From an optimization exercise on the open Yosys and OpenROAD flow, aimed at small area and a short achievable clock period; shortcuts taken in it are not production practice.
No run shown here included a check of the RTL's function; only the layout flow was run.

==> flow/design.v, too long to show whole: its modules and the start of the top module <==
// module fir3_fa: 4 lines
// module fir3_ha: 4 lines
// module fir3_sel: 3 lines
// module fir3_xnor: 3 lines
// module fir3_xor: 3 lines
// module fir3_top: 2734 lines
module fir3_top #(
  parameter int W  = 32,
  parameter int XW = 16
) (
  input  logic          CLK,
  input  logic          rst,
  input  logic [XW-1:0] h0,
  input  logic [XW-1:0] h1,
  input  logic [XW-1:0] h2,
  input  logic [XW-1:0] x,
  output logic [W-1:0]  y
);
  // ...
==> flow/flow/run.sh <==
#!/bin/bash
set -euo pipefail
here=$(pwd)
F=$here/flow
sed "s#^hierarchy -check -top \$::env(DESIGN_NAME)\$#&\ntechmap -map $F/leafmap.v#" \
  "$FLOW_HOME/scripts/synth.tcl" > "$here/synth_leaf.tcl"
grep -q "^techmap -map $F/leafmap.v" "$here/synth_leaf.tcl"
sed "s#source \$::env(SCRIPTS_DIR)/synth.tcl#source $here/synth_leaf.tcl#" \
  "$here/synth_recipe.tcl" > "$here/synth_own.tcl"
grep -q "source $here/synth_leaf.tcl" "$here/synth_own.tcl"
bash standard.sh \
  SYNTH_SCRIPT="$here/synth_own.tcl" \
  DONT_BUFFER_PORTS=1 \
  PRE_GLOBAL_PLACE_TCL="$F/ports.tcl" \
  finish > "$here/standard_finish.log" 2>&1
==> flow/flow/leafmap.v <==
// Maps the design's leaf modules one-to-one onto library cells.
module fir3_fa (input a, b, c, output s, co);
  sky130_fd_sc_hd__fa_1 _TECHMAP_REPLACE_ (.A(a), .B(b), .CIN(c), .SUM(s), .COUT(co));
endmodule

module fir3_ha (input a, b, output s, co);
  sky130_fd_sc_hd__ha_1 _TECHMAP_REPLACE_ (.A(a), .B(b), .SUM(s), .COUT(co));
endmodule

module fir3_sel (input one, two, hi, hm, output mn);
  sky130_fd_sc_hd__a22oi_1 _TECHMAP_REPLACE_ (.A1(one), .A2(hi), .B1(two), .B2(hm), .Y(mn));
endmodule

module fir3_xnor (input a, b, output y);
  sky130_fd_sc_hd__xnor2_1 _TECHMAP_REPLACE_ (.A(a), .B(b), .Y(y));
endmodule

module fir3_xor (input a, b, output y);
  sky130_fd_sc_hd__xor2_1 _TECHMAP_REPLACE_ (.A(a), .B(b), .X(y));
endmodule
==> flow/flow/ports.tcl <==
# Sourced before global placement (PRE_GLOBAL_PLACE_TCL, with DONT_BUFFER_PORTS=1).
# Buffers every input and output port (the clock port excepted, as buffer_ports
# does) at the same point of the flow as the standard port buffering, right after
# remove_buffers, but with small buffers on the outputs and stronger ones on the
# inputs.
proc my_buffer_ports {} {
  buffer_ports -inputs -buffer_cell sky130_fd_sc_hd__buf_2
  buffer_ports -outputs -buffer_cell sky130_fd_sc_hd__buf_1
}
if { $::env(GPL_TIMING_DRIVEN) } {
  rename remove_buffers my_orig_remove_buffers
  proc remove_buffers {args} {
    my_orig_remove_buffers {*}$args
    my_buffer_ports
  }
} else {
  my_buffer_ports
}
==> flow/standard.sh <==
#!/bin/bash
# synth_recipe.tcl (not shown) runs the flow's synth.tcl, then flattens the netlist and writes it again
# the make line also repeats each setting of config.mk as NAME=value (left out here)
make -C /OpenROAD-flow-scripts/flow DESIGN_CONFIG=/design/flow/config.mk WORK_HOME=/design/flow/orfs CLKGATE_MAP_FILE= SYNTH_SCRIPT=/design/flow/synth_recipe.tcl "${@:-finish}"
==> flow/config.mk <==
export PLATFORM = sky130hd
export DESIGN_NAME = fir3_top
export DESIGN_NICKNAME = fir3_top
export VERILOG_FILES = /design/flow/design.v
export SDC_FILE = /design/flow/constraint.sdc
export NUM_CORES = 4
export LEC_CHECK = 0
export ABC_AREA = 1
export CAP_MARGIN = 20
export CORE_MARGIN = 2
export CORE_UTILIZATION = 40
export SLEW_MARGIN = 20
==> flow/constraint.sdc <==
create_clock -name core_clock -period 10.0 [get_ports {CLK}]
set_input_delay 2.0000 -clock core_clock [delete_from_list [all_inputs] [get_ports {CLK}]]
set_output_delay 2.0000 -clock core_clock [all_outputs]
set_load 0.01 [all_outputs]
==> impl_results.rst, run 1 <==
.. list-table::
   :header-rows: 1

   * - Metric
     - Value
   * - Total global routing track utilization
     - 26.1%
   * - Kind of start point of the critical path
     - input pin
   * - Number of buffers added on ports
     - 97
   * - Routed length on met1
     - 21,700 um
   * - Fraction of layout cells with a size suffix above 1
     - 9.47%
   * - Most area-hungry cell class in the final design
     - multi-input combinational cells
   * - Outcome
     - timing/DRC/antenna clean
   * - DR top layer
     - met4
   * - Startpoint of the most critical setup path
     - h0[11]
   * - Top cell type's share of synthesized area
     - 42.6%
   * - Routed wire length
     - 59,300 um
   * - Post-CTS repair timing setup buffer count
     - 0
   * - Tap cell count
     - 592
   * - Number of combinational gates with multiple inputs
     - 1,440
   * - Share of the final layout cell area in sequential cells
     - 9.98%
   * - GR Util met2
     - 43.7%
   * - Required @ worst endpoint
     - 10.27 ns
   * - Post-synth design cell area
     - 18,100 um^2
   * - Arrival @ worst endpoint
     - 7.97 ns
   * - Multiplexer area fraction after synthesis
     - 1.31%
   * - Leading cell type by number of instances after synthesis
     - sky130_fd_sc_hd__a22oi_1
   * - Nets@finish
     - 2,232
   * - Final non-filler cell area
     - 20,100 um^2
   * - Critical Path Max Stage Delay
     - 0.52 ns
   * - Highest net fanout along the worst path
     - 16
   * - Half-perimeter wire length of the detailed placement result
     - 47,400 um
   * - Core Footprint
     - 44,400 um^2
   * - Die footprint
     - 46,900 um^2
   * - Max reg flops
     - 32
   * - Worst Setup End Kind
     - flop
==> run 2, diff against run 1 <==
--- a/flow/design.v
+++ b/flow/design.v
@@ -2150,17 +2150,17 @@
   fir3_fa u_s11 (.a(pp0_0_2), .b(pp0_1_0), .c(pp1_0_2), .s(s11), .co(c12));
   fir3_fa u_s13 (.a(pp1_1_0), .b(pp2_0_2), .c(pp2_1_0), .s(s13), .co(c14));
   fir3_fa u_s15 (.a(s9), .b(c6), .c(s11), .s(s15), .co(c16));
   fir3_ha u_s17 (.a(s13), .b(c8), .s(s17), .co(c18));
   fir3_fa u_s19 (.a(pp0_0_3), .b(pp0_1_1), .c(pp1_0_3), .s(s19), .co(c20));
   fir3_fa u_s21 (.a(pp1_1_1), .b(pp2_0_3), .c(pp2_1_1), .s(s21), .co(c22));
   fir3_fa u_s23 (.a(c10), .b(c12), .c(c14), .s(s23), .co(c24));
   fir3_fa u_s25 (.a(s19), .b(s21), .c(c16), .s(s25), .co(c26));
-  fir3_ha u_s27 (.a(c18), .b(s23), .s(s27), .co(c28));
+  fir3_ha u_s27 (.a(s23), .b(c18), .s(s27), .co(c28));
   fir3_fa u_s29 (.a(neg0_2), .b(neg1_2), .c(neg2_2), .s(s29), .co(c30));
   fir3_fa u_s31 (.a(pp0_0_4), .b(pp0_1_2), .c(pp0_2_0), .s(s31), .co(c32));
   fir3_fa u_s33 (.a(pp1_0_4), .b(pp1_1_2), .c(pp1_2_0), .s(s33), .co(c34));
   fir3_fa u_s35 (.a(pp2_0_4), .b(pp2_1_2), .c(pp2_2_0), .s(s35), .co(c36));
   fir3_fa u_s37 (.a(s29), .b(c20), .c(c22), .s(s37), .co(c38));
   fir3_fa u_s39 (.a(s31), .b(s33), .c(s35), .s(s39), .co(c40));
   fir3_fa u_s41 (.a(c24), .b(s37), .c(s39), .s(s41), .co(c42));
   fir3_ha u_s43 (.a(c28), .b(c26), .s(s43), .co(c44));
@@ -2177,17 +2177,17 @@
   fir3_fa u_s65 (.a(pp0_3_0), .b(pp1_0_6), .c(pp1_1_4), .s(s65), .co(c66));
   fir3_fa u_s67 (.a(pp1_2_2), .b(pp1_3_0), .c(pp2_0_6), .s(s67), .co(c68));
   fir3_fa u_s69 (.a(pp2_1_4), .b(pp2_2_2), .c(pp2_3_0), .s(s69), .co(c70));
   fir3_fa u_s71 (.a(s61), .b(c46), .c(c48), .s(s71), .co(c72));
   fir3_fa u_s73 (.a(c50), .b(s63), .c(s65), .s(s73), .co(c74));
   fir3_fa u_s75 (.a(s67), .b(s69), .c(c52), .s(s75), .co(c76));
   fir3_fa u_s77 (.a(c54), .b(s71), .c(s73), .s(s77), .co(c78));
   fir3_fa u_s79 (.a(c56), .b(s75), .c(s77), .s(s79), .co(c80));
-  fir3_ha u_s81 (.a(c60), .b(c58), .s(s81), .co(c82));
+  fir3_ha u_s81 (.a(c58), .b(c60), .s(s81), .co(c82));
   fir3_fa u_s83 (.a(pp0_0_7), .b(pp0_1_5), .c(pp0_2_3), .s(s83), .co(c84));
   fir3_fa u_s85 (.a(pp0_3_1), .b(pp1_0_7), .c(pp1_1_5), .s(s85), .co(c86));
   fir3_fa u_s87 (.a(pp1_2_3), .b(pp1_3_1), .c(pp2_0_7), .s(s87), .co(c88));
   fir3_fa u_s89 (.a(pp2_1_5), .b(pp2_2_3), .c(pp2_3_1), .s(s89), .co(c90));
   fir3_fa u_s91 (.a(c62), .b(c64), .c(c66), .s(s91), .co(c92));
   fir3_fa u_s93 (.a(c68), .b(c70), .c(s83), .s(s93), .co(c94));
   fir3_fa u_s95 (.a(s85), .b(s87), .c(s89), .s(s95), .co(c96));
   fir3_fa u_s97 (.a(c72), .b(c74), .c(s91), .s(s97), .co(c98));
@@ -2232,18 +2232,18 @@
   fir3_fa u_s175 (.a(s161), .b(c134), .c(c136), .s(s175), .co(c176));
   fir3_fa u_s177 (.a(c138), .b(c140), .c(c142), .s(s177), .co(c178));
   fir3_fa u_s179 (.a(s163), .b(s165), .c(s167), .s(s179), .co(c180));
   fir3_fa u_s181 (.a(s169), .b(s171), .c(s173), .s(s181), .co(c182));
   fir3_fa u_s183 (.a(c144), .b(c146), .c(s175), .s(s183), .co(c184));
   fir3_fa u_s185 (.a(c148), .b(s177), .c(s179), .s(s185), .co(c186));
   fir3_fa u_s187 (.a(s181), .b(c150), .c(c152), .s(s187), .co(c188));
   fir3_fa u_s189 (.a(s183), .b(s185), .c(c154), .s(s189), .co(c190));
-  fir3_fa u_s191 (.a(c156), .b(s187), .c(s189), .s(s191), .co(c192));
-  fir3_ha u_s193 (.a(c158), .b(s191), .s(s193), .co(c194));
+  fir3_fa u_s191 (.a(s187), .b(c156), .c(s189), .s(s191), .co(c192));
+  fir3_ha u_s193 (.a(c158), .b(c160), .s(s193), .co(c194));
   fir3_fa u_s195 (.a(pp0_0_11), .b(pp0_1_9), .c(pp0_2_7), .s(s195), .co(c196));
   fir3_fa u_s197 (.a(pp0_3_5), .b(pp0_4_3), .c(pp0_5_1), .s(s197), .co(c198));
   fir3_fa u_s199 (.a(pp1_0_11), .b(pp1_1_9), .c(pp1_2_7), .s(s199), .co(c200));
   fir3_fa u_s201 (.a(pp1_3_5), .b(pp1_4_3), .c(pp1_5_1), .s(s201), .co(c202));
   fir3_fa u_s203 (.a(pp2_0_11), .b(pp2_1_9), .c(pp2_2_7), .s(s203), .co(c204));
   fir3_fa u_s205 (.a(pp2_3_5), .b(pp2_4_3), .c(pp2_5_1), .s(s205), .co(c206));
   fir3_fa u_s207 (.a(c162), .b(c164), .c(c166), .s(s207), .co(c208));
   fir3_fa u_s209 (.a(c168), .b(c170), .c(c172), .s(s209), .co(c210));
@@ -2267,17 +2267,17 @@
   fir3_fa u_s245 (.a(s229), .b(c196), .c(c198), .s(s245), .co(c246));
   fir3_fa u_s247 (.a(c200), .b(c202), .c(c204), .s(s247), .co(c248));
   fir3_fa u_s249 (.a(c206), .b(s231), .c(s233), .s(s249), .co(c250));
   fir3_fa u_s251 (.a(s235), .b(s237), .c(s239), .s(s251), .co(c252));
   fir3_fa u_s253 (.a(s241), .b(s243), .c(c208), .s(s253), .co(c254));
   fir3_fa u_s255 (.a(c210), .b(c212), .c(s245), .s(s255), .co(c256));
   fir3_fa u_s257 (.a(c214), .b(s247), .c(s249), .s(s257), .co(c258));
   fir3_fa u_s259 (.a(s251), .b(c216), .c(s253), .s(s259), .co(c260));
-  fir3_fa u_s261 (.a(c218), .b(s255), .c(c220), .s(s261), .co(c262));
+  fir3_fa u_s261 (.a(c218), .b(c220), .c(s255), .s(s261), .co(c262));
   fir3_fa u_s263 (.a(s257), .b(s259), .c(c222), .s(s263), .co(c264));
   fir3_fa u_s265 (.a(s261), .b(c224), .c(s263), .s(s265), .co(c266));
   fir3_ha u_s267 (.a(c226), .b(s265), .s(s267), .co(c268));
   fir3_fa u_s269 (.a(pp0_0_13), .b(pp0_1_11), .c(pp0_2_9), .s(s269), .co(c270));
   fir3_fa u_s271 (.a(pp0_3_7), .b(pp0_4_5), .c(pp0_5_3), .s(s271), .co(c272));
   fir3_fa u_s273 (.a(pp0_6_1), .b(pp1_0_13), .c(pp1_1_11), .s(s273), .co(c274));
   fir3_fa u_s275 (.a(pp1_2_9), .b(pp1_3_7), .c(pp1_4_5), .s(s275), .co(c276));
   fir3_fa u_s277 (.a(pp1_5_3), .b(pp1_6_1), .c(pp2_0_13), .s(s277), .co(c278));
@@ -2310,18 +2310,18 @@
   fir3_fa u_s331 (.a(c280), .b(c282), .c(s311), .s(s331), .co(c332));
   fir3_fa u_s333 (.a(s313), .b(s315), .c(s317), .s(s333), .co(c334));
   fir3_fa u_s335 (.a(s319), .b(s321), .c(s323), .s(s335), .co(c336));
   fir3_fa u_s337 (.a(s325), .b(c284), .c(c286), .s(s337), .co(c338));
   fir3_fa u_s339 (.a(c288), .b(s327), .c(c290), .s(s339), .co(c340));
   fir3_fa u_s341 (.a(c292), .b(s329), .c(s331), .s(s341), .co(c342));
   fir3_fa u_s343 (.a(s333), .b(s335), .c(c294), .s(s343), .co(c344));
   fir3_fa u_s345 (.a(s337), .b(c296), .c(s339), .s(s345), .co(c346));
-  fir3_fa u_s347 (.a(c298), .b(s341), .c(c300), .s(s347), .co(c348));
-  fir3_fa u_s349 (.a(s343), .b(s345), .c(c302), .s(s349), .co(c350));
+  fir3_fa u_s347 (.a(c298), .b(s341), .c(s343), .s(s347), .co(c348));
+  fir3_fa u_s349 (.a(c300), .b(s345), .c(c302), .s(s349), .co(c350));
   fir3_fa u_s351 (.a(s347), .b(c304), .c(s349), .s(s351), .co(c352));
   fir3_ha u_s353 (.a(c306), .b(s351), .s(s353), .co(c354));
   fir3_fa u_s355 (.a(pp0_0_15), .b(pp0_1_13), .c(pp0_2_11), .s(s355), .co(c356));
   fir3_fa u_s357 (.a(pp0_3_9), .b(pp0_4_7), .c(pp0_5_5), .s(s357), .co(c358));
   fir3_fa u_s359 (.a(pp0_6_3), .b(pp0_7_1), .c(pp1_0_15), .s(s359), .co(c360));
   fir3_fa u_s361 (.a(pp1_1_13), .b(pp1_2_11), .c(pp1_3_9), .s(s361), .co(c362));
   fir3_fa u_s363 (.a(pp1_4_7), .b(pp1_5_5), .c(pp1_6_3), .s(s363), .co(c364));
   fir3_fa u_s365 (.a(pp1_7_1), .b(pp2_0_15), .c(pp2_1_13), .s(s365), .co(c366));
@@ -2333,20 +2333,20 @@
   fir3_fa u_s377 (.a(s355), .b(s357), .c(s359), .s(s377), .co(c378));
   fir3_fa u_s379 (.a(s361), .b(s363), .c(s365), .s(s379), .co(c380));
   fir3_fa u_s381 (.a(s367), .b(s369), .c(c328), .s(s381), .co(c382));
   fir3_fa u_s383 (.a(c330), .b(c332), .c(s371), .s(s383), .co(c384));
   fir3_fa u_s385 (.a(c334), .b(c336), .c(s373), .s(s385), .co(c386));
   fir3_fa u_s387 (.a(s375), .b(s377), .c(s379), .s(s387), .co(c388));
   fir3_fa u_s389 (.a(c338), .b(s381), .c(c340), .s(s389), .co(c390));
   fir3_fa u_s391 (.a(c342), .b(s383), .c(s385), .s(s391), .co(c392));
-  fir3_fa u_s393 (.a(s387), .b(c344), .c(c346), .s(s393), .co(c394));
-  fir3_fa u_s395 (.a(s389), .b(s391), .c(c348), .s(s395), .co(c396));
+  fir3_fa u_s393 (.a(s387), .b(c344), .c(s389), .s(s393), .co(c394));
+  fir3_fa u_s395 (.a(c346), .b(s391), .c(c348), .s(s395), .co(c396));
   fir3_fa u_s397 (.a(s393), .b(c350), .c(s395), .s(s397), .co(c398));
-  fir3_ha u_s399 (.a(c352), .b(s397), .s(s399), .co(c400));
+  fir3_ha u_s399 (.a(c352), .b(c354), .s(s399), .co(c400));
   fir3_fa u_s401 (.a(1'b1), .b(pp0_0_16), .c(pp0_1_14), .s(s401), .co(c402));
   fir3_fa u_s403 (.a(pp0_2_12), .b(pp0_3_10), .c(pp0_4_8), .s(s403), .co(c404));
   fir3_fa u_s405 (.a(pp0_5_6), .b(pp0_6_4), .c(pp0_7_2), .s(s405), .co(c406));
   fir3_fa u_s407 (.a(pp1_0_16), .b(pp1_1_14), .c(pp1_2_12), .s(s407), .co(c408));
   fir3_fa u_s409 (.a(pp1_3_10), .b(pp1_4_8), .c(pp1_5_6), .s(s409), .co(c410));
   fir3_fa u_s411 (.a(pp1_6_4), .b(pp1_7_2), .c(pp2_0_16), .s(s411), .co(c412));
   fir3_fa u_s413 (.a(pp2_1_14), .b(pp2_2_12), .c(pp2_3_10), .s(s413), .co(c414));
   fir3_fa u_s415 (.a(pp2_4_8), .b(pp2_5_6), .c(pp2_6_4), .s(s415), .co(c416));
@@ -2354,17 +2354,17 @@
   fir3_fa u_s419 (.a(c360), .b(c362), .c(c364), .s(s419), .co(c420));
   fir3_fa u_s421 (.a(c366), .b(c368), .c(c370), .s(s421), .co(c422));
   fir3_fa u_s423 (.a(s401), .b(s403), .c(s405), .s(s423), .co(c424));
   fir3_fa u_s425 (.a(s407), .b(s409), .c(s411), .s(s425), .co(c426));
   fir3_fa u_s427 (.a(s413), .b(s415), .c(c372), .s(s427), .co(c428));
   fir3_fa u_s429 (.a(c374), .b(c376), .c(s417), .s(s429), .co(c430));
   fir3_fa u_s431 (.a(c378), .b(c380), .c(s419), .s(s431), .co(c432));
   fir3_fa u_s433 (.a(s421), .b(s423), .c(s425), .s(s433), .co(c434));
-  fir3_fa u_s435 (.a(c382), .b(c384), .c(s427), .s(s435), .co(c436));
+  fir3_fa u_s435 (.a(c382), .b(s427), .c(c384), .s(s435), .co(c436));
   fir3_fa u_s437 (.a(c386), .b(s429), .c(c388), .s(s437), .co(c438));
   fir3_fa u_s439 (.a(s431), .b(s433), .c(c390), .s(s439), .co(c440));
   fir3_fa u_s441 (.a(s435), .b(c392), .c(s437), .s(s441), .co(c442));
   fir3_fa u_s443 (.a(c394), .b(s439), .c(s441), .s(s443), .co(c444));
   fir3_fa u_s445 (.a(c396), .b(s443), .c(c398), .s(s445), .co(c446));
   fir3_fa u_s447 (.a(pp0_1_15), .b(pp0_2_13), .c(pp0_3_11), .s(s447), .co(c448));
   fir3_fa u_s449 (.a(pp0_4_9), .b(pp0_5_7), .c(pp0_6_5), .s(s449), .co(c450));
   fir3_fa u_s451 (.a(pp0_7_3), .b(pp1_1_15), .c(pp1_2_13), .s(s451), .co(c452));
@@ -2395,18 +2395,18 @@
   fir3_fa u_s501 (.a(pp2_5_8), .b(pp2_6_6), .c(pp2_7_4), .s(s501), .co(c502));
   fir3_fa u_s503 (.a(c448), .b(c450), .c(c452), .s(s503), .co(c504));
   fir3_fa u_s505 (.a(c454), .b(c456), .c(c458), .s(s505), .co(c506));
   fir3_fa u_s507 (.a(c460), .b(s489), .c(s491), .s(s507), .co(c508));
   fir3_fa u_s509 (.a(s493), .b(s495), .c(s497), .s(s509), .co(c510));
   fir3_fa u_s511 (.a(s499), .b(s501), .c(c462), .s(s511), .co(c512));
   fir3_fa u_s513 (.a(c464), .b(c466), .c(c468), .s(s513), .co(c514));
   fir3_fa u_s515 (.a(c470), .b(s503), .c(s505), .s(s515), .co(c516));
-  fir3_fa u_s517 (.a(s507), .b(s509), .c(c472), .s(s517), .co(c518));
-  fir3_fa u_s519 (.a(s511), .b(c474), .c(c476), .s(s519), .co(c520));
+  fir3_fa u_s517 (.a(s507), .b(s509), .c(s511), .s(s517), .co(c518));
+  fir3_fa u_s519 (.a(c472), .b(c474), .c(c476), .s(s519), .co(c520));
   fir3_fa u_s521 (.a(s513), .b(s515), .c(c478), .s(s521), .co(c522));
   fir3_fa u_s523 (.a(s517), .b(c480), .c(s519), .s(s523), .co(c524));
   fir3_fa u_s525 (.a(c482), .b(s521), .c(c484), .s(s525), .co(c526));
   fir3_fa u_s527 (.a(s523), .b(c486), .c(s525), .s(s527), .co(c528));
   fir3_fa u_s529 (.a(pp0_2_15), .b(pp0_3_13), .c(pp0_4_11), .s(s529), .co(c530));
   fir3_fa u_s531 (.a(pp0_5_9), .b(pp0_6_7), .c(pp0_7_5), .s(s531), .co(c532));
   fir3_fa u_s533 (.a(pp1_2_15), .b(pp1_3_13), .c(pp1_4_11), .s(s533), .co(c534));
   fir3_fa u_s535 (.a(pp1_5_9), .b(pp1_6_7), .c(pp1_7_5), .s(s535), .co(c536));
@@ -2417,50 +2417,50 @@
   fir3_fa u_s545 (.a(c502), .b(s529), .c(s531), .s(s545), .co(c546));
   fir3_fa u_s547 (.a(s533), .b(s535), .c(s537), .s(s547), .co(c548));
   fir3_fa u_s549 (.a(s539), .b(c504), .c(c506), .s(s549), .co(c550));
   fir3_fa u_s551 (.a(c508), .b(c510), .c(s541), .s(s551), .co(c552));
   fir3_fa u_s553 (.a(s543), .b(s545), .c(s547), .s(s553), .co(c554));
   fir3_fa u_s555 (.a(c512), .b(c514), .c(s549), .s(s555), .co(c556));
   fir3_fa u_s557 (.a(c516), .b(s551), .c(s553), .s(s557), .co(c558));
   fir3_fa u_s559 (.a(c518), .b(c520), .c(s555), .s(s559), .co(c560));
-  fir3_fa u_s561 (.a(c522), .b(s557), .c(c524), .s(s561), .co(c562));
+  fir3_fa u_s561 (.a(s557), .b(c522), .c(c524), .s(s561), .co(c562));
   fir3_fa u_s563 (.a(s559), .b(c526), .c(s561), .s(s563), .co(c564));
   fir3_fa u_s565 (.a(pp0_2_16), .b(pp0_3_14), .c(pp0_4_12), .s(s565), .co(c566));
   fir3_fa u_s567 (.a(pp0_5_10), .b(pp0_6_8), .c(pp0_7_6), .s(s567), .co(c568));
   fir3_fa u_s569 (.a(pp1_2_16), .b(pp1_3_14), .c(pp1_4_12), .s(s569), .co(c570));
   fir3_fa u_s571 (.a(pp1_5_10), .b(pp1_6_8), .c(pp1_7_6), .s(s571), .co(c572));
   fir3_fa u_s573 (.a(pp2_2_16), .b(pp2_3_14), .c(pp2_4_12), .s(s573), .co(c574));
   fir3_fa u_s575 (.a(pp2_5_10), .b(pp2_6_8), .c(pp2_7_6), .s(s575), .co(c576));
   fir3_fa u_s577 (.a(c530), .b(c532), .c(c534), .s(s577), .co(c578));
   fir3_fa u_s579 (.a(c536), .b(c538), .c(c540), .s(s579), .co(c580));
   fir3_fa u_s581 (.a(s565), .b(s567), .c(s569), .s(s581), .co(c582));
   fir3_fa u_s583 (.a(s571), .b(s573), .c(s575), .s(s583), .co(c584));
   fir3_fa u_s585 (.a(c542), .b(c544), .c(c546), .s(s585), .co(c586));
   fir3_fa u_s587 (.a(c548), .b(s577), .c(s579), .s(s587), .co(c588));
   fir3_fa u_s589 (.a(s581), .b(s583), .c(c550), .s(s589), .co(c590));
-  fir3_fa u_s591 (.a(c552), .b(s585), .c(c554), .s(s591), .co(c592));
-  fir3_fa u_s593 (.a(s587), .b(c556), .c(s589), .s(s593), .co(c594));
+  fir3_fa u_s591 (.a(c552), .b(c554), .c(s585), .s(s591), .co(c592));
+  fir3_fa u_s593 (.a(s587), .b(s589), .c(c556), .s(s593), .co(c594));
   fir3_fa u_s595 (.a(c558), .b(s591), .c(c560), .s(s595), .co(c596));
   fir3_fa u_s597 (.a(s593), .b(c562), .c(s595), .s(s597), .co(c598));
   fir3_fa u_s599 (.a(pp0_3_15), .b(pp0_4_13), .c(pp0_5_11), .s(s599), .co(c600));
   fir3_fa u_s601 (.a(pp0_6_9), .b(pp0_7_7), .c(pp1_3_15), .s(s601), .co(c602));
   fir3_fa u_s603 (.a(pp1_4_13), .b(pp1_5_11), .c(pp1_6_9), .s(s603), .co(c604));
   fir3_fa u_s605 (.a(pp1_7_7), .b(pp2_3_15), .c(pp2_4_13), .s(s605), .co(c606));
   fir3_fa u_s607 (.a(pp2_5_11), .b(pp2_6_9), .c(pp2_7_7), .s(s607), .co(c608));
   fir3_fa u_s609 (.a(c566), .b(c568), .c(c570), .s(s609), .co(c610));
   fir3_fa u_s611 (.a(c572), .b(c574), .c(c576), .s(s611), .co(c612));
   fir3_fa u_s613 (.a(s599), .b(s601), .c(s603), .s(s613), .co(c614));
   fir3_fa u_s615 (.a(s605), .b(s607), .c(c578), .s(s615), .co(c616));
   fir3_fa u_s617 (.a(c580), .b(c582), .c(c584), .s(s617), .co(c618));
   fir3_fa u_s619 (.a(s609), .b(s611), .c(s613), .s(s619), .co(c620));
-  fir3_fa u_s621 (.a(c586), .b(s615), .c(c588), .s(s621), .co(c622));
+  fir3_fa u_s621 (.a(s615), .b(c586), .c(c588), .s(s621), .co(c622));
   fir3_fa u_s623 (.a(s617), .b(s619), .c(c590), .s(s623), .co(c624));
   fir3_fa u_s625 (.a(c592), .b(s621), .c(s623), .s(s625), .co(c626));
-  fir3_fa u_s627 (.a(c594), .b(c596), .c(s625), .s(s627), .co(c628));
+  fir3_fa u_s627 (.a(c594), .b(s625), .c(c596), .s(s627), .co(c628));
   fir3_fa u_s629 (.a(pp0_3_16), .b(pp0_4_14), .c(pp0_5_12), .s(s629), .co(c630));
   fir3_fa u_s631 (.a(pp0_6_10), .b(pp0_7_8), .c(pp1_3_16), .s(s631), .co(c632));
   fir3_fa u_s633 (.a(pp1_4_14), .b(pp1_5_12), .c(pp1_6_10), .s(s633), .co(c634));
   fir3_fa u_s635 (.a(pp1_7_8), .b(pp2_3_16), .c(pp2_4_14), .s(s635), .co(c636));
   fir3_fa u_s637 (.a(pp2_5_12), .b(pp2_6_10), .c(pp2_7_8), .s(s637), .co(c638));
   fir3_fa u_s639 (.a(c600), .b(c602), .c(c604), .s(s639), .co(c640));
   fir3_fa u_s641 (.a(c606), .b(c608), .c(s629), .s(s641), .co(c642));
   fir3_fa u_s643 (.a(s631), .b(s633), .c(s635), .s(s643), .co(c644));
@@ -2485,19 +2485,19 @@
   fir3_fa u_s681 (.a(pp0_4_16), .b(pp0_5_14), .c(pp0_6_12), .s(s681), .co(c682));
   fir3_fa u_s683 (.a(pp0_7_10), .b(pp1_4_16), .c(pp1_5_14), .s(s683), .co(c684));
   fir3_fa u_s685 (.a(pp1_6_12), .b(pp1_7_10), .c(pp2_4_16), .s(s685), .co(c686));
   fir3_fa u_s687 (.a(pp2_5_14), .b(pp2_6_12), .c(pp2_7_10), .s(s687), .co(c688));
   fir3_fa u_s689 (.a(c658), .b(c660), .c(c662), .s(s689), .co(c690));
   fir3_fa u_s691 (.a(c664), .b(s681), .c(s683), .s(s691), .co(c692));
   fir3_fa u_s693 (.a(s685), .b(s687), .c(c666), .s(s693), .co(c694));
   fir3_fa u_s695 (.a(c668), .b(c670), .c(s689), .s(s695), .co(c696));
-  fir3_fa u_s697 (.a(s691), .b(c672), .c(s693), .s(s697), .co(c698));
-  fir3_fa u_s699 (.a(c674), .b(s695), .c(c676), .s(s699), .co(c700));
-  fir3_fa u_s701 (.a(s697), .b(c678), .c(s699), .s(s701), .co(c702));
+  fir3_fa u_s697 (.a(s691), .b(s693), .c(c672), .s(s697), .co(c698));
+  fir3_fa u_s699 (.a(c674), .b(s695), .c(s697), .s(s699), .co(c700));
+  fir3_fa u_s701 (.a(c676), .b(c678), .c(s699), .s(s701), .co(c702));
   fir3_fa u_s703 (.a(pp0_5_15), .b(pp0_6_13), .c(pp0_7_11), .s(s703), .co(c704));
   fir3_fa u_s705 (.a(pp1_5_15), .b(pp1_6_13), .c(pp1_7_11), .s(s705), .co(c706));
   fir3_fa u_s707 (.a(pp2_5_15), .b(pp2_6_13), .c(pp2_7_11), .s(s707), .co(c708));
   fir3_fa u_s709 (.a(c682), .b(c684), .c(c686), .s(s709), .co(c710));
   fir3_fa u_s711 (.a(c688), .b(s703), .c(s705), .s(s711), .co(c712));
   fir3_fa u_s713 (.a(s707), .b(c690), .c(c692), .s(s713), .co(c714));
   fir3_fa u_s715 (.a(s709), .b(s711), .c(c694), .s(s715), .co(c716));
   fir3_fa u_s717 (.a(c696), .b(s713), .c(s715), .s(s717), .co(c718));
@@ -2510,235 +2510,304 @@
   fir3_fa u_s731 (.a(c710), .b(c712), .c(s727), .s(s731), .co(c732));
   fir3_fa u_s733 (.a(s729), .b(c714), .c(s731), .s(s733), .co(c734));
   fir3_fa u_s735 (.a(c716), .b(s733), .c(c718), .s(s735), .co(c736));
   fir3_fa u_s737 (.a(pp0_6_15), .b(pp0_7_13), .c(pp1_6_15), .s(s737), .co(c738));
   fir3_fa u_s739 (.a(pp1_7_13), .b(pp2_6_15), .c(pp2_7_13), .s(s739), .co(c740));
   fir3_fa u_s741 (.a(c722), .b(c724), .c(c726), .s(s741), .co(c742));
   fir3_fa u_s743 (.a(s737), .b(s739), .c(c728), .s(s743), .co(c744));
   fir3_fa u_s745 (.a(c730), .b(s741), .c(s743), .s(s745), .co(c746));
-  fir3_fa u_s747 (.a(c732), .b(s745), .c(c734), .s(s747), .co(c748));
+  fir3_fa u_s747 (.a(c732), .b(c734), .c(s745), .s(s747), .co(c748));
   fir3_fa u_s749 (.a(pp0_6_16), .b(pp0_7_14), .c(pp1_6_16), .s(s749), .co(c750));
   fir3_fa u_s751 (.a(pp1_7_14), .b(pp2_6_16), .c(pp2_7_14), .s(s751), .co(c752));
   fir3_fa u_s753 (.a(c738), .b(c740), .c(s749), .s(s753), .co(c754));
   fir3_fa u_s755 (.a(s751), .b(c742), .c(s753), .s(s755), .co(c756));
   fir3_fa u_s757 (.a(c744), .b(s755), .c(c746), .s(s757), .co(c758));
   fir3_fa u_s759 (.a(pp0_7_15), .b(pp1_7_15), .c(pp2_7_15), .s(s759), .co(c760));
   fir3_fa u_s761 (.a(c750), .b(c752), .c(s759), .s(s761), .co(c762));
   fir3_fa u_s763 (.a(c754), .b(s761), .c(c756), .s(s763), .co(c764));
   fir3_fa u_s765 (.a(pp0_7_16), .b(pp1_7_16), .c(pp2_7_16), .s(s765), .co(c766));
   fir3_fa u_s767 (.a(c760), .b(s765), .c(c762), .s(s767), .co(c768));
-  assign opa = {c766, s767, s763, s757, s747, s735, c702, c680, c656, s655, c598, c564, c528, c488, s487, c400, c354, c308, c268, c228, c194, c160, c132, s129, s101, s79, s59, s41, s27, s17, s5, s1};
-  assign opb = {c768, c764, c758, c748, c736, c720, s719, s701, s679, c628, s627, s597, s563, s527, c446, s445, s399, s353, s307, s267, s227, s193, s159, s131, s103, s81, s57, s43, s25, s15, s7, s3};
+  assign opa = {c766, s767, s763, s757, s747, s735, s719, c680, s679, s655, s627, c564, c528, c488, s487, c400, s397, c308, c268, c228, c194, s191, c132, s129, s101, s79, s57, s41, s27, s15, s5, s1};
+  assign opb = {c768, c764, c758, c748, c736, c720, c702, s701, c656, c628, c598, s597, s563, s527, c446, s445, s399, s353, s307, s267, s227, s193, s159, s131, s103, s81, s59, s43, s25, s17, s7, s3};
   logic [31:0] g0, p0;
   assign g0 = opa & opb;
   assign p0 = opa ^ opb;
-  logic gu1_1, pu1_1;
-  assign gu1_1 = g0[1] | (p0[1] & g0[0]);
-  assign pu1_1 = p0[1] & p0[0];
-  logic gu1_3, pu1_3;
-  assign gu1_3 = g0[3] | (p0[3] & g0[2]);
-  assign pu1_3 = p0[3] & p0[2];
-  logic gu1_5, pu1_5;
-  assign gu1_5 = g0[5] | (p0[5] & g0[4]);
-  assign pu1_5 = p0[5] & p0[4];
-  logic gu1_7, pu1_7;
-  assign gu1_7 = g0[7] | (p0[7] & g0[6]);
-  assign pu1_7 = p0[7] & p0[6];
-  logic gu1_9, pu1_9;
-  assign gu1_9 = g0[9] | (p0[9] & g0[8]);
-  assign pu1_9 = p0[9] & p0[8];
-  logic gu1_11, pu1_11;
-  assign gu1_11 = g0[11] | (p0[11] & g0[10]);
-  assign pu1_11 = p0[11] & p0[10];
-  logic gu1_13, pu1_13;
-  assign gu1_13 = g0[13] | (p0[13] & g0[12]);
-  assign pu1_13 = p0[13] & p0[12];
-  logic gu1_15, pu1_15;
-  assign gu1_15 = g0[15] | (p0[15] & g0[14]);
-  assign pu1_15 = p0[15] & p0[14];
-  logic gu1_17, pu1_17;
-  assign gu1_17 = g0[17] | (p0[17] & g0[16]);
-  assign pu1_17 = p0[17] & p0[16];
-  logic gu1_19, pu1_19;
-  assign gu1_19 = g0[19] | (p0[19] & g0[18]);
-  assign pu1_19 = p0[19] & p0[18];
-  logic gu1_21, pu1_21;
-  assign gu1_21 = g0[21] | (p0[21] & g0[20]);
-  assign pu1_21 = p0[21] & p0[20];
-  logic gu1_23, pu1_23;
-  assign gu1_23 = g0[23] | (p0[23] & g0[22]);
-  assign pu1_23 = p0[23] & p0[22];
-  logic gu1_25, pu1_25;
-  assign gu1_25 = g0[25] | (p0[25] & g0[24]);
-  assign pu1_25 = p0[25] & p0[24];
-  logic gu1_27, pu1_27;
-  assign gu1_27 = g0[27] | (p0[27] & g0[26]);
-  assign pu1_27 = p0[27] & p0[26];
-  logic gu1_29, pu1_29;
-  assign gu1_29 = g0[29] | (p0[29] & g0[28]);
-  assign pu1_29 = p0[29] & p0[28];
-  logic gu1_31, pu1_31;
-  assign gu1_31 = g0[31] | (p0[31] & g0[30]);
-  assign pu1_31 = p0[31] & p0[30];
-  logic gu2_3, pu2_3;
-  assign gu2_3 = gu1_3 | (pu1_3 & gu1_1);
-  assign pu2_3 = pu1_3 & pu1_1;
-  logic gu2_7, pu2_7;
-  assign gu2_7 = gu1_7 | (pu1_7 & gu1_5);
-  assign pu2_7 = pu1_7 & pu1_5;
-  logic gu2_11, pu2_11;
-  assign gu2_11 = gu1_11 | (pu1_11 & gu1_9);
-  assign pu2_11 = pu1_11 & pu1_9;
-  logic gu2_15, pu2_15;
-  assign gu2_15 = gu1_15 | (pu1_15 & gu1_13);
-  assign pu2_15 = pu1_15 & pu1_13;
-  logic gu2_19, pu2_19;
-  assign gu2_19 = gu1_19 | (pu1_19 & gu1_17);
-  assign pu2_19 = pu1_19 & pu1_17;
-  logic gu2_23, pu2_23;
-  assign gu2_23 = gu1_23 | (pu1_23 & gu1_21);
-  assign pu2_23 = pu1_23 & pu1_21;
-  logic gu2_27, pu2_27;
-  assign gu2_27 = gu1_27 | (pu1_27 & gu1_25);
-  assign pu2_27 = pu1_27 & pu1_25;
-  logic gu2_31, pu2_31;
-  assign gu2_31 = gu1_31 | (pu1_31 & gu1_29);
-  assign pu2_31 = pu1_31 & pu1_29;
-  logic gu3_7, pu3_7;
-  assign gu3_7 = gu2_7 | (pu2_7 & gu2_3);
-  assign pu3_7 = pu2_7 & pu2_3;
-  logic gu3_15, pu3_15;
-  assign gu3_15 = gu2_15 | (pu2_15 & gu2_11);
-  assign pu3_15 = pu2_15 & pu2_11;
-  logic gu3_23, pu3_23;
-  assign gu3_23 = gu2_23 | (pu2_23 & gu2_19);
-  assign pu3_23 = pu2_23 & pu2_19;
-  logic gu3_31, pu3_31;
-  assign gu3_31 = gu2_31 | (pu2_31 & gu2_27);
-  assign pu3_31 = pu2_31 & pu2_27;
-  logic gu4_15, pu4_15;
-  assign gu4_15 = gu3_15 | (pu3_15 & gu3_7);
-  assign pu4_15 = pu3_15 & pu3_7;
-  logic gu4_31, pu4_31;
-  assign gu4_31 = gu3_31 | (pu3_31 & gu3_23);
-  assign pu4_31 = pu3_31 & pu3_23;
-  logic gu5_31, pu5_31;
-  assign gu5_31 = gu4_31 | (pu4_31 & gu4_15);
-  assign pu5_31 = pu4_31 & pu4_15;
-  logic gd6_23, pd6_23;
-  assign gd6_23 = gu3_23 | (pu3_23 & gu4_15);
-  assign pd6_23 = pu3_23 & pu4_15;
-  logic gd7_11, pd7_11;
-  assign gd7_11 = gu2_11 | (pu2_11 & gu3_7);
-  assign pd7_11 = pu2_11 & pu3_7;
-  logic gd7_19, pd7_19;
-  assign gd7_19 = gu2_19 | (pu2_19 & gu4_15);
-  assign pd7_19 = pu2_19 & pu4_15;
-  logic gd7_27, pd7_27;
-  assign gd7_27 = gu2_27 | (pu2_27 & gd6_23);
-  assign pd7_27 = pu2_27 & pd6_23;
-  logic gd8_5, pd8_5;
-  assign gd8_5 = gu1_5 | (pu1_5 & gu2_3);
-  assign pd8_5 = pu1_5 & pu2_3;
-  logic gd8_9, pd8_9;
-  assign gd8_9 = gu1_9 | (pu1_9 & gu3_7);
-  assign pd8_9 = pu1_9 & pu3_7;
-  logic gd8_13, pd8_13;
-  assign gd8_13 = gu1_13 | (pu1_13 & gd7_11);
-  assign pd8_13 = pu1_13 & pd7_11;
-  logic gd8_17, pd8_17;
-  assign gd8_17 = gu1_17 | (pu1_17 & gu4_15);
-  assign pd8_17 = pu1_17 & pu4_15;
-  logic gd8_21, pd8_21;
-  assign gd8_21 = gu1_21 | (pu1_21 & gd7_19);
-  assign pd8_21 = pu1_21 & pd7_19;
-  logic gd8_25, pd8_25;
-  assign gd8_25 = gu1_25 | (pu1_25 & gd6_23);
-  assign pd8_25 = pu1_25 & pd6_23;
-  logic gd8_29, pd8_29;
-  assign gd8_29 = gu1_29 | (pu1_29 & gd7_27);
-  assign pd8_29 = pu1_29 & pd7_27;
-  logic gd9_2, pd9_2;
-  assign gd9_2 = g0[2] | (p0[2] & gu1_1);
-  assign pd9_2 = p0[2] & pu1_1;
-  logic gd9_4, pd9_4;
-  assign gd9_4 = g0[4] | (p0[4] & gu2_3);
-  assign pd9_4 = p0[4] & pu2_3;
-  logic gd9_6, pd9_6;
-  assign gd9_6 = g0[6] | (p0[6] & gd8_5);
-  assign pd9_6 = p0[6] & pd8_5;
-  logic gd9_8, pd9_8;
-  assign gd9_8 = g0[8] | (p0[8] & gu3_7);
-  assign pd9_8 = p0[8] & pu3_7;
-  logic gd9_10, pd9_10;
-  assign gd9_10 = g0[10] | (p0[10] & gd8_9);
-  assign pd9_10 = p0[10] & pd8_9;
-  logic gd9_12, pd9_12;
-  assign gd9_12 = g0[12] | (p0[12] & gd7_11);
-  assign pd9_12 = p0[12] & pd7_11;
-  logic gd9_14, pd9_14;
-  assign gd9_14 = g0[14] | (p0[14] & gd8_13);
-  assign pd9_14 = p0[14] & pd8_13;
-  logic gd9_16, pd9_16;
-  assign gd9_16 = g0[16] | (p0[16] & gu4_15);
-  assign pd9_16 = p0[16] & pu4_15;
-  logic gd9_18, pd9_18;
-  assign gd9_18 = g0[18] | (p0[18] & gd8_17);
-  assign pd9_18 = p0[18] & pd8_17;
-  logic gd9_20, pd9_20;
-  assign gd9_20 = g0[20] | (p0[20] & gd7_19);
-  assign pd9_20 = p0[20] & pd7_19;
-  logic gd9_22, pd9_22;
-  assign gd9_22 = g0[22] | (p0[22] & gd8_21);
-  assign pd9_22 = p0[22] & pd8_21;
-  logic gd9_24, pd9_24;
-  assign gd9_24 = g0[24] | (p0[24] & gd6_23);
-  assign pd9_24 = p0[24] & pd6_23;
-  logic gd9_26, pd9_26;
-  assign gd9_26 = g0[26] | (p0[26] & gd8_25);
-  assign pd9_26 = p0[26] & pd8_25;
-  logic gd9_28, pd9_28;
-  assign gd9_28 = g0[28] | (p0[28] & gd7_27);
-  assign pd9_28 = p0[28] & pd7_27;
-  logic gd9_30, pd9_30;
-  assign gd9_30 = g0[30] | (p0[30] & gd8_29);
-  assign pd9_30 = p0[30] & pd8_29;
+  logic gs1_1, ps1_1;
+  assign gs1_1 = g0[1] | (p0[1] & g0[0]);
+  assign ps1_1 = p0[1] & p0[0];
+  logic gs1_3, ps1_3;
+  assign gs1_3 = g0[3] | (p0[3] & g0[2]);
+  assign ps1_3 = p0[3] & p0[2];
+  logic gs1_5, ps1_5;
+  assign gs1_5 = g0[5] | (p0[5] & g0[4]);
+  assign ps1_5 = p0[5] & p0[4];
+  logic gs1_7, ps1_7;
+  assign gs1_7 = g0[7] | (p0[7] & g0[6]);
+  assign ps1_7 = p0[7] & p0[6];
+  logic gs1_9, ps1_9;
+  assign gs1_9 = g0[9] | (p0[9] & g0[8]);
+  assign ps1_9 = p0[9] & p0[8];
+  logic gs1_11, ps1_11;
+  assign gs1_11 = g0[11] | (p0[11] & g0[10]);
+  assign ps1_11 = p0[11] & p0[10];
+  logic gs1_13, ps1_13;
+  assign gs1_13 = g0[13] | (p0[13] & g0[12]);
+  assign ps1_13 = p0[13] & p0[12];
+  logic gs1_15, ps1_15;
+  assign gs1_15 = g0[15] | (p0[15] & g0[14]);
+  assign ps1_15 = p0[15] & p0[14];
+  logic gs1_17, ps1_17;
+  assign gs1_17 = g0[17] | (p0[17] & g0[16]);
+  assign ps1_17 = p0[17] & p0[16];
+  logic gs1_19, ps1_19;
+  assign gs1_19 = g0[19] | (p0[19] & g0[18]);
+  assign ps1_19 = p0[19] & p0[18];
+  logic gs1_21, ps1_21;
+  assign gs1_21 = g0[21] | (p0[21] & g0[20]);
+  assign ps1_21 = p0[21] & p0[20];
+  logic gs1_23, ps1_23;
+  assign gs1_23 = g0[23] | (p0[23] & g0[22]);
+  assign ps1_23 = p0[23] & p0[22];
+  logic gs1_25, ps1_25;
+  assign gs1_25 = g0[25] | (p0[25] & g0[24]);
+  assign ps1_25 = p0[25] & p0[24];
+  logic gs1_27, ps1_27;
+  assign gs1_27 = g0[27] | (p0[27] & g0[26]);
+  assign ps1_27 = p0[27] & p0[26];
+  logic gs1_29, ps1_29;
+  assign gs1_29 = g0[29] | (p0[29] & g0[28]);
+  assign ps1_29 = p0[29] & p0[28];
+  logic gs1_31, ps1_31;
+  assign gs1_31 = g0[31] | (p0[31] & g0[30]);
+  assign ps1_31 = p0[31] & p0[30];
+  logic gs2_2, ps2_2;
+  assign gs2_2 = g0[2] | (p0[2] & gs1_1);
+  assign ps2_2 = p0[2] & ps1_1;
+  logic gs2_3, ps2_3;
+  assign gs2_3 = gs1_3 | (ps1_3 & gs1_1);
+  assign ps2_3 = ps1_3 & ps1_1;
+  logic gs2_6, ps2_6;
+  assign gs2_6 = g0[6] | (p0[6] & gs1_5);
+  assign ps2_6 = p0[6] & ps1_5;
+  logic gs2_7, ps2_7;
+  assign gs2_7 = gs1_7 | (ps1_7 & gs1_5);
+  assign ps2_7 = ps1_7 & ps1_5;
+  logic gs2_10, ps2_10;
+  assign gs2_10 = g0[10] | (p0[10] & gs1_9);
+  assign ps2_10 = p0[10] & ps1_9;
+  logic gs2_11, ps2_11;
+  assign gs2_11 = gs1_11 | (ps1_11 & gs1_9);
+  assign ps2_11 = ps1_11 & ps1_9;
+  logic gs2_14, ps2_14;
+  assign gs2_14 = g0[14] | (p0[14] & gs1_13);
+  assign ps2_14 = p0[14] & ps1_13;
+  logic gs2_15, ps2_15;
+  assign gs2_15 = gs1_15 | (ps1_15 & gs1_13);
+  assign ps2_15 = ps1_15 & ps1_13;
+  logic gs2_18, ps2_18;
+  assign gs2_18 = g0[18] | (p0[18] & gs1_17);
+  assign ps2_18 = p0[18] & ps1_17;
+  logic gs2_19, ps2_19;
+  assign gs2_19 = gs1_19 | (ps1_19 & gs1_17);
+  assign ps2_19 = ps1_19 & ps1_17;
+  logic gs2_22, ps2_22;
+  assign gs2_22 = g0[22] | (p0[22] & gs1_21);
+  assign ps2_22 = p0[22] & ps1_21;
+  logic gs2_23, ps2_23;
+  assign gs2_23 = gs1_23 | (ps1_23 & gs1_21);
+  assign ps2_23 = ps1_23 & ps1_21;
+  logic gs2_26, ps2_26;
+  assign gs2_26 = g0[26] | (p0[26] & gs1_25);
+  assign ps2_26 = p0[26] & ps1_25;
+  logic gs2_27, ps2_27;
+  assign gs2_27 = gs1_27 | (ps1_27 & gs1_25);
+  assign ps2_27 = ps1_27 & ps1_25;
+  logic gs2_30, ps2_30;
+  assign gs2_30 = g0[30] | (p0[30] & gs1_29);
+  assign ps2_30 = p0[30] & ps1_29;
+  logic gs2_31, ps2_31;
+  assign gs2_31 = gs1_31 | (ps1_31 & gs1_29);
+  assign ps2_31 = ps1_31 & ps1_29;
+  logic gs3_4, ps3_4;
+  assign gs3_4 = g0[4] | (p0[4] & gs2_3);
+  assign ps3_4 = p0[4] & ps2_3;
+  logic gs3_5, ps3_5;
+  assign gs3_5 = gs1_5 | (ps1_5 & gs2_3);
+  assign ps3_5 = ps1_5 & ps2_3;
+  logic gs3_6, ps3_6;
+  assign gs3_6 = gs2_6 | (ps2_6 & gs2_3);
+  assign ps3_6 = ps2_6 & ps2_3;
+  logic gs3_7, ps3_7;
+  assign gs3_7 = gs2_7 | (ps2_7 & gs2_3);
+  assign ps3_7 = ps2_7 & ps2_3;
+  logic gs3_12, ps3_12;
+  assign gs3_12 = g0[12] | (p0[12] & gs2_11);
+  assign ps3_12 = p0[12] & ps2_11;
+  logic gs3_13, ps3_13;
+  assign gs3_13 = gs1_13 | (ps1_13 & gs2_11);
+  assign ps3_13 = ps1_13 & ps2_11;
+  logic gs3_14, ps3_14;
+  assign gs3_14 = gs2_14 | (ps2_14 & gs2_11);
+  assign ps3_14 = ps2_14 & ps2_11;
+  logic gs3_15, ps3_15;
+  assign gs3_15 = gs2_15 | (ps2_15 & gs2_11);
+  assign ps3_15 = ps2_15 & ps2_11;
+  logic gs3_20, ps3_20;
+  assign gs3_20 = g0[20] | (p0[20] & gs2_19);
+  assign ps3_20 = p0[20] & ps2_19;
+  logic gs3_21, ps3_21;
+  assign gs3_21 = gs1_21 | (ps1_21 & gs2_19);
+  assign ps3_21 = ps1_21 & ps2_19;
+  logic gs3_22, ps3_22;
+  assign gs3_22 = gs2_22 | (ps2_22 & gs2_19);
+  assign ps3_22 = ps2_22 & ps2_19;
+  logic gs3_23, ps3_23;
+  assign gs3_23 = gs2_23 | (ps2_23 & gs2_19);
+  assign ps3_23 = ps2_23 & ps2_19;
+  logic gs3_28, ps3_28;
+  assign gs3_28 = g0[28] | (p0[28] & gs2_27);
+  assign ps3_28 = p0[28] & ps2_27;
+  logic gs3_29, ps3_29;
+  assign gs3_29 = gs1_29 | (ps1_29 & gs2_27);
+  assign ps3_29 = ps1_29 & ps2_27;
+  logic gs3_30, ps3_30;
+  assign gs3_30 = gs2_30 | (ps2_30 & gs2_27);
+  assign ps3_30 = ps2_30 & ps2_27;
+  logic gs3_31, ps3_31;
+  assign gs3_31 = gs2_31 | (ps2_31 & gs2_27);
+  assign ps3_31 = ps2_31 & ps2_27;
+  logic gs4_8, ps4_8;
+  assign gs4_8 = g0[8] | (p0[8] & gs3_7);
+  assign ps4_8 = p0[8] & ps3_7;
+  logic gs4_9, ps4_9;
+  assign gs4_9 = gs1_9 | (ps1_9 & gs3_7);
+  assign ps4_9 = ps1_9 & ps3_7;
+  logic gs4_10, ps4_10;
+  assign gs4_10 = gs2_10 | (ps2_10 & gs3_7);
+  assign ps4_10 = ps2_10 & ps3_7;
+  logic gs4_11, ps4_11;
+  assign gs4_11 = gs2_11 | (ps2_11 & gs3_7);
+  assign ps4_11 = ps2_11 & ps3_7;
+  logic gs4_12, ps4_12;
+  assign gs4_12 = gs3_12 | (ps3_12 & gs3_7);
+  assign ps4_12 = ps3_12 & ps3_7;
+  logic gs4_13, ps4_13;
+  assign gs4_13 = gs3_13 | (ps3_13 & gs3_7);
+  assign ps4_13 = ps3_13 & ps3_7;
+  logic gs4_14, ps4_14;
+  assign gs4_14 = gs3_14 | (ps3_14 & gs3_7);
+  assign ps4_14 = ps3_14 & ps3_7;
+  logic gs4_15, ps4_15;
+  assign gs4_15 = gs3_15 | (ps3_15 & gs3_7);
+  assign ps4_15 = ps3_15 & ps3_7;
+  logic gs4_24, ps4_24;
+  assign gs4_24 = g0[24] | (p0[24] & gs3_23);
+  assign ps4_24 = p0[24] & ps3_23;
+  logic gs4_25, ps4_25;
+  assign gs4_25 = gs1_25 | (ps1_25 & gs3_23);
+  assign ps4_25 = ps1_25 & ps3_23;
+  logic gs4_26, ps4_26;
+  assign gs4_26 = gs2_26 | (ps2_26 & gs3_23);
+  assign ps4_26 = ps2_26 & ps3_23;
+  logic gs4_27, ps4_27;
+  assign gs4_27 = gs2_27 | (ps2_27 & gs3_23);
+  assign ps4_27 = ps2_27 & ps3_23;
+  logic gs4_28, ps4_28;
+  assign gs4_28 = gs3_28 | (ps3_28 & gs3_23);
+  assign ps4_28 = ps3_28 & ps3_23;
+  logic gs4_29, ps4_29;
+  assign gs4_29 = gs3_29 | (ps3_29 & gs3_23);
+  assign ps4_29 = ps3_29 & ps3_23;
+  logic gs4_30, ps4_30;
+  assign gs4_30 = gs3_30 | (ps3_30 & gs3_23);
+  assign ps4_30 = ps3_30 & ps3_23;
+  logic gs4_31, ps4_31;
+  assign gs4_31 = gs3_31 | (ps3_31 & gs3_23);
+  assign ps4_31 = ps3_31 & ps3_23;
+  logic gs5_16, ps5_16;
+  assign gs5_16 = g0[16] | (p0[16] & gs4_15);
+  assign ps5_16 = p0[16] & ps4_15;
+  logic gs5_17, ps5_17;
+  assign gs5_17 = gs1_17 | (ps1_17 & gs4_15);
+  assign ps5_17 = ps1_17 & ps4_15;
+  logic gs5_18, ps5_18;
+  assign gs5_18 = gs2_18 | (ps2_18 & gs4_15);
+  assign ps5_18 = ps2_18 & ps4_15;
+  logic gs5_19, ps5_19;
+  assign gs5_19 = gs2_19 | (ps2_19 & gs4_15);
+  assign ps5_19 = ps2_19 & ps4_15;
+  logic gs5_20, ps5_20;
+  assign gs5_20 = gs3_20 | (ps3_20 & gs4_15);
+  assign ps5_20 = ps3_20 & ps4_15;
+  logic gs5_21, ps5_21;
+  assign gs5_21 = gs3_21 | (ps3_21 & gs4_15);
+  assign ps5_21 = ps3_21 & ps4_15;
+  logic gs5_22, ps5_22;
+  assign gs5_22 = gs3_22 | (ps3_22 & gs4_15);
+  assign ps5_22 = ps3_22 & ps4_15;
+  logic gs5_23, ps5_23;
+  assign gs5_23 = gs3_23 | (ps3_23 & gs4_15);
+  assign ps5_23 = ps3_23 & ps4_15;
+  logic gs5_24, ps5_24;
+  assign gs5_24 = gs4_24 | (ps4_24 & gs4_15);
+  assign ps5_24 = ps4_24 & ps4_15;
+  logic gs5_25, ps5_25;
+  assign gs5_25 = gs4_25 | (ps4_25 & gs4_15);
+  assign ps5_25 = ps4_25 & ps4_15;
+  logic gs5_26, ps5_26;
+  assign gs5_26 = gs4_26 | (ps4_26 & gs4_15);
+  assign ps5_26 = ps4_26 & ps4_15;
+  logic gs5_27, ps5_27;
+  assign gs5_27 = gs4_27 | (ps4_27 & gs4_15);
+  assign ps5_27 = ps4_27 & ps4_15;
+  logic gs5_28, ps5_28;
+  assign gs5_28 = gs4_28 | (ps4_28 & gs4_15);
+  assign ps5_28 = ps4_28 & ps4_15;
+  logic gs5_29, ps5_29;
+  assign gs5_29 = gs4_29 | (ps4_29 & gs4_15);
+  assign ps5_29 = ps4_29 & ps4_15;
+  logic gs5_30, ps5_30;
+  assign gs5_30 = gs4_30 | (ps4_30 & gs4_15);
+  assign ps5_30 = ps4_30 & ps4_15;
+  logic gs5_31, ps5_31;
+  assign gs5_31 = gs4_31 | (ps4_31 & gs4_15);
+  assign ps5_31 = ps4_31 & ps4_15;
   assign y_d[0] = p0[0];
   assign y_d[1] = p0[1] ^ g0[0];
-  assign y_d[2] = p0[2] ^ gu1_1;
-  assign y_d[3] = p0[3] ^ gd9_2;
-  assign y_d[4] = p0[4] ^ gu2_3;
-  assign y_d[5] = p0[5] ^ gd9_4;
-  assign y_d[6] = p0[6] ^ gd8_5;
-  assign y_d[7] = p0[7] ^ gd9_6;
-  assign y_d[8] = p0[8] ^ gu3_7;
-  assign y_d[9] = p0[9] ^ gd9_8;
-  assign y_d[10] = p0[10] ^ gd8_9;
-  assign y_d[11] = p0[11] ^ gd9_10;
-  assign y_d[12] = p0[12] ^ gd7_11;
-  assign y_d[13] = p0[13] ^ gd9_12;
-  assign y_d[14] = p0[14] ^ gd8_13;
-  assign y_d[15] = p0[15] ^ gd9_14;
-  assign y_d[16] = p0[16] ^ gu4_15;
-  assign y_d[17] = p0[17] ^ gd9_16;
-  assign y_d[18] = p0[18] ^ gd8_17;
-  assign y_d[19] = p0[19] ^ gd9_18;
-  assign y_d[20] = p0[20] ^ gd7_19;
-  assign y_d[21] = p0[21] ^ gd9_20;
-  assign y_d[22] = p0[22] ^ gd8_21;
-  assign y_d[23] = p0[23] ^ gd9_22;
-  assign y_d[24] = p0[24] ^ gd6_23;
-  assign y_d[25] = p0[25] ^ gd9_24;
-  assign y_d[26] = p0[26] ^ gd8_25;
-  assign y_d[27] = p0[27] ^ gd9_26;
-  assign y_d[28] = p0[28] ^ gd7_27;
-  assign y_d[29] = p0[29] ^ gd9_28;
-  assign y_d[30] = p0[30] ^ gd8_29;
-  assign y_d[31] = p0[31] ^ gd9_30;
+  assign y_d[2] = p0[2] ^ gs1_1;
+  assign y_d[3] = p0[3] ^ gs2_2;
+  assign y_d[4] = p0[4] ^ gs2_3;
+  assign y_d[5] = p0[5] ^ gs3_4;
+  assign y_d[6] = p0[6] ^ gs3_5;
+  assign y_d[7] = p0[7] ^ gs3_6;
+  assign y_d[8] = p0[8] ^ gs3_7;
+  assign y_d[9] = p0[9] ^ gs4_8;
+  assign y_d[10] = p0[10] ^ gs4_9;
+  assign y_d[11] = p0[11] ^ gs4_10;
+  assign y_d[12] = p0[12] ^ gs4_11;
+  assign y_d[13] = p0[13] ^ gs4_12;
+  assign y_d[14] = p0[14] ^ gs4_13;
+  assign y_d[15] = p0[15] ^ gs4_14;
+  assign y_d[16] = p0[16] ^ gs4_15;
+  assign y_d[17] = p0[17] ^ gs5_16;
+  assign y_d[18] = p0[18] ^ gs5_17;
+  assign y_d[19] = p0[19] ^ gs5_18;
+  assign y_d[20] = p0[20] ^ gs5_19;
+  assign y_d[21] = p0[21] ^ gs5_20;
+  assign y_d[22] = p0[22] ^ gs5_21;
+  assign y_d[23] = p0[23] ^ gs5_22;
+  assign y_d[24] = p0[24] ^ gs5_23;
+  assign y_d[25] = p0[25] ^ gs5_24;
+  assign y_d[26] = p0[26] ^ gs5_25;
+  assign y_d[27] = p0[27] ^ gs5_26;
+  assign y_d[28] = p0[28] ^ gs5_27;
+  assign y_d[29] = p0[29] ^ gs5_28;
+  assign y_d[30] = p0[30] ^ gs5_29;
+  assign y_d[31] = p0[31] ^ gs5_30;
   always_ff @(posedge CLK or negedge rst) begin
     if (!rst) begin
       d0_q <= '0;
       d1_q <= '0;
       d2_q <= '0;
       y_q  <= '0;
     end else begin
       d0_q <= x;
==> impl_results.rst, run 2 <==
.. list-table::
   :header-rows: 1

   * - Metric
     - Value
   * - Fill count
     - 4,342
   * - Initial antenna violation count
     - 0
   * - Post-CTS repair timing setup buffer count
     - 0 (unchanged)
   * - Maximum number of buffers from clock root to sink
     - 2
   * - Startpoint of the most critical register-to-register path
     - d2_q[1]$_DFF_PN0_
   * - Routability cong.
     - 0.902
   * - Max reg flops
     - 32 (unchanged)
   * - Critical Path Max Stage Delay
     - 0.53 ns (about the same)
   * - Critical path's top delay family
     - adder cells
   * - Outcome
     - timing/DRC/antenna clean
   * - Quantity of gates resized following cts
     - 0
   * - Total global routing track utilization
     - 27.2% (+1.1 points)
   * - Clock root cell
     - sky130_fd_sc_hd__clkbuf_16
   * - Nets@finish
     - 2,365 (+6.0%)
   * - Initial Util
     - 40.6%
   * - Register area
     - 2000 um^2
   * - Post-synth design cell area
     - 18,500 um^2 (+2.2%)
   * - Routed wire length
     - 62,800 um (+6.1%)
   * - Area growth syn-to-layout
     - 10.5%
   * - Register with the highest flop count
     - y_q
   * - Largest net degree at the start of global routing
     - 42
   * - Final Hold Violating Endpoints
     - 0
   * - Area used by multi-input combinational logic
     - 16,200 um^2
   * - Clock tree from TritonCTS
     - yes
   * - Critical-path top delay cell
     - sky130_fd_sc_hd__fa_1
   * - Proportion of synthesized flip-flops having asynchronous set or reset
     - 100%
   * - Fmax
     - 133 MHz
   * - Routed len/inst
     - 25.3 um
   * - Worst setup slack after placement
     - 2.10 ns
   * - Die width
     - 219 um
   * - Vias/cell
     - 5.96
   * - Highest net fanout along the worst path
     - 16 (unchanged)
   * - Path class of the lowest-slack min-delay path
     - flop to flop
   * - Number of buffers added on ports
     - 97 (unchanged)
   * - Most crowded layer after global routing
     - met2
   * - Std-Cell Rows
     - 78
   * - Routing usage on met1
     - 32.5%
   * - Number of buffer and inverter stages on the critical path
     - 1
   * - Worst-case headroom to the max-slew limit
     - 31.5%
   * - Cells along the critical path
     - buf_2, a22oi_1, xnor2_1, fa_1, fa_1, fa_1, fa_1, fa_1, fa_1, fa_1, fa_1, ha_1, nand2_1, nor2_1, nand2_1, nor3_1, nand2_2, nand3_1, nand2_1
   * - Unrepaired setup endpoints after global routing
     - no
   * - Final setup viols
     - 0
   * - Register clock-pin slew on the reported worst setup and hold paths
     - 0.07 ns
   * - Top area cells in the synthesized netlist
     - sky130_fd_sc_hd__fa_1 (41%), sky130_fd_sc_hd__xnor2_1 (18%), sky130_fd_sc_hd__a22oi_1 (17%)
   * - Setup CP Type
     - input pin to flop
   * - Count of cells along the worst register-to-register path
     - 21
   * - GR Util met2
     - 46.5% (+2.8 points)
   * - Leading cell types in the layout, fill and taps excluded
     - sky130_fd_sc_hd__a22oi_1 (408), sky130_fd_sc_hd__xnor2_1 (390), sky130_fd_sc_hd__fa_1 (374)
   * - Leading cell type by number of instances after synthesis
     - sky130_fd_sc_hd__a22oi_1
   * - Required @ worst endpoint
     - 10.27 ns (about the same)
   * - Max-cap check violation count
     - 0
   * - Number of top-level design ports
     - 98
   * - Final clock period utilization by the worst path
     - 75.3%
   * - Maximum level of the CTS H-tree
     - 3
   * - Number of vias in the routed layout
     - 14,800
   * - Cells after synthesis
     - 1,701
   * - Post-Route Skew
     - 0.00742 ns
   * - Fin. max-slew vios
     - 0
   * - Most common library cell in the layout ignoring fill and taps
     - sky130_fd_sc_hd__a22oi_1
   * - Kind of start point of the critical path
     - input pin
   * - Arrival @ worst endpoint
     - 7.80 ns (-0.17 ns)
   * - Clock latency on the worst-skew pair
     - 0.38 ns
   * - TritonCTS Buffers
     - 9
   * - Largest area contributor in the synthesized netlist
     - sky130_fd_sc_hd__fa_1
   * - Slew at the pin closest to its max-slew limit
     - 1.03 ns
   * - Die footprint
     - 47,900 um^2 (+2.2%)
   * - Global-route track usage on met3
     - 3.30%
   * - Detailed-routing iteration count for the pre-antenna-repair pass
     - 6
   * - Mean instance size in the synthesized netlist
     - 10.9 um^2
   * - Synth cell count leaders
     - sky130_fd_sc_hd__a22oi_1 (408), sky130_fd_sc_hd__xnor2_1 (390), sky130_fd_sc_hd__fa_1 (374)
   * - Post-synthesis register bit count
     - 80
   * - Number of buffers added to fix hold violations after cts
     - 0
   * - Capturing point of the worst reg2reg path
     - y_q[30]$_DFF_PN0_
   * - Number of sinks on the clock net
     - 80
   * - Fraction of layout cells with a size suffix above 1
     - 8.59% (-0.88 points)
   * - Number of design rule violations left after detail routing
     - 0
   * - Core Footprint
     - 45,500 um^2 (+2.4%)
   * - Library cell appearing most often on the critical path
     - sky130_fd_sc_hd__fa_1
   * - Synthesis Warnings
     - 1
   * - Final period demand of the worst path
     - 7.53 ns
   * - Last element of the critical path
     - y_q[30]$_DFF_PN0_
   * - Remaining number of nets flagged by the antenna check after routing
     - 0
   * - Distinct cell type count of the synthesized netlist
     - 23
   * - Setup slack of the critical path after layout
     - 2.47 ns
   * - Number of logic stages on the critical path including buffering
     - 19
   * - Vertical die dimension
     - 219 um
   * - Top cell type's share of synthesized area
     - 40.5% (-2.1 points)
   * - Register-to-register setup slack
     - 2.82 ns
   * - Final antenna diode count
     - 0
   * - Initial drt markers
     - 1,512
   * - Proportion of synthesized chip area in sequential cells
     - 10.8%
   * - Worst Setup End Kind
     - flop
   * - Half-perimeter wire length of the detailed placement result
     - 48,300 um (+1.8%)
   * - Number of enable flip-flop cells after synthesis
     - 0
   * - Vias in the first global route
     - 15,900
   * - Global-route wire length before repair
     - 96,500 um
   * - Leading register cell type out of synthesis
     - sky130_fd_sc_hd__dfrtp_1
   * - Total global routing overflow
     - 0
   * - Summed negative setup slack over all endpoints
     - 0 ns
   * - Startpoint of the most critical setup path
     - h0[10]
run 2: final cells by class:
class	instances	share of cell area, %
multi-input combinational	1552	79.4
sequential	80	9.80
timing repair buffer	146	4.09
tap	600	3.68
inverter	91	1.67
clock buffer	10	1.17
clock inverter	6	0.208
run 2: cell families (layout without fill, tap and decap cells):
group / Yosys count / after routing / share of synthesized area, %
adder cells (fa/ha/maj): 419 / 419 / 43.6
multiplexers: 21 / 21 / 1.28
AO/OA/AOI/OAI: 437 / 437 / 17.4
XOR/XNOR: 420 / 420 / 19.9
buffers and inverters: 92 / 253 / 1.93
flip-flops: 80 / 80 / 10.8
AND/OR/NAND/NOR: 230 / 230 / 5.02
other: 2 / 25 / 0.0406
run 2: how the worst min path moves through the flow:
stage | from | end | slack (ns) | cells past startpoint
3_3_place_gp | d0_q[10]$_DFF_PN0_ | d1_q[10]$_DFF_PN0_ | 0.39 | 0
6_report | d0_q[10]$_DFF_PN0_ | d1_q[10]$_DFF_PN0_ | 0.40 | 0
3_5_place_dp | d0_q[10]$_DFF_PN0_ | d1_q[10]$_DFF_PN0_ | 0.39 | 0
5_1_grt | d0_q[10]$_DFF_PN0_ | d1_q[10]$_DFF_PN0_ | 0.43 | 0
4_1_cts | d0_q[10]$_DFF_PN0_ | d1_q[10]$_DFF_PN0_ | 0.41 | 0
2_1_floorplan | d0_q[2]$_DFF_PN0_ | d1_q[2]$_DFF_PN0_ | 0.37 | 0
run 2: per-layer routing:
metal,part of all wire (%),up-vias,wire length (um)
met5,0,-,0
met4,7.5,0,4680
met1,36,7573,22400
met2,51,775,31900
li1,-,6290,-
met3,6.1,185,3850
run 2: stage by stage:
step | hold WS, ns | cells | utilization [%] | instance area (um^2)
global placement | 0.388 | 2468 | 44.2 | 20100
CTS | 0.406 | 2485 | 44.9 | 20400
global route | 0.427 | 2485 | 44.9 | 20400
finish | 0.405 | 2485 | 44.9 | 20400
floorplan | 0.374 | 1724 | - | 18600
detailed placement | 0.390 | 2469 | 44.3 | 20100

-- static timing again, ports no longer ideal --
In the flow no input, the clock included, has a driving cell. The finished layouts below were timed again as built, in two steps.
Step 1 assumes that a clkbuf_16 drives the clock port and a buf_2 every other input.
Step 2 times the ports against the registers' clock, not the clock port: input delays grow and output delays shrink by t, the midpoint of the rising clock arrivals with the driver on.
Slacks: no drivers / after step 1 / after step 2; pairs: no drivers / after step 1.
run | shift t [ns] | setup WS [ns] | worst setup path after step 2 | worst register clock-pin slew, ns
run 1 | 0.441 | 2.296 / 2.329 / 1.888 | input to register | 0.08 / 0.08
run 2 | 0.430 | 2.470 / 2.505 / 2.074 | input to register | 0.07 / 0.07
After both steps setup and hold are still met in every run listed. The setup slack of run 1, which loses most, moves by +0.033 ns with the drivers and by -0.408 ns with both steps.
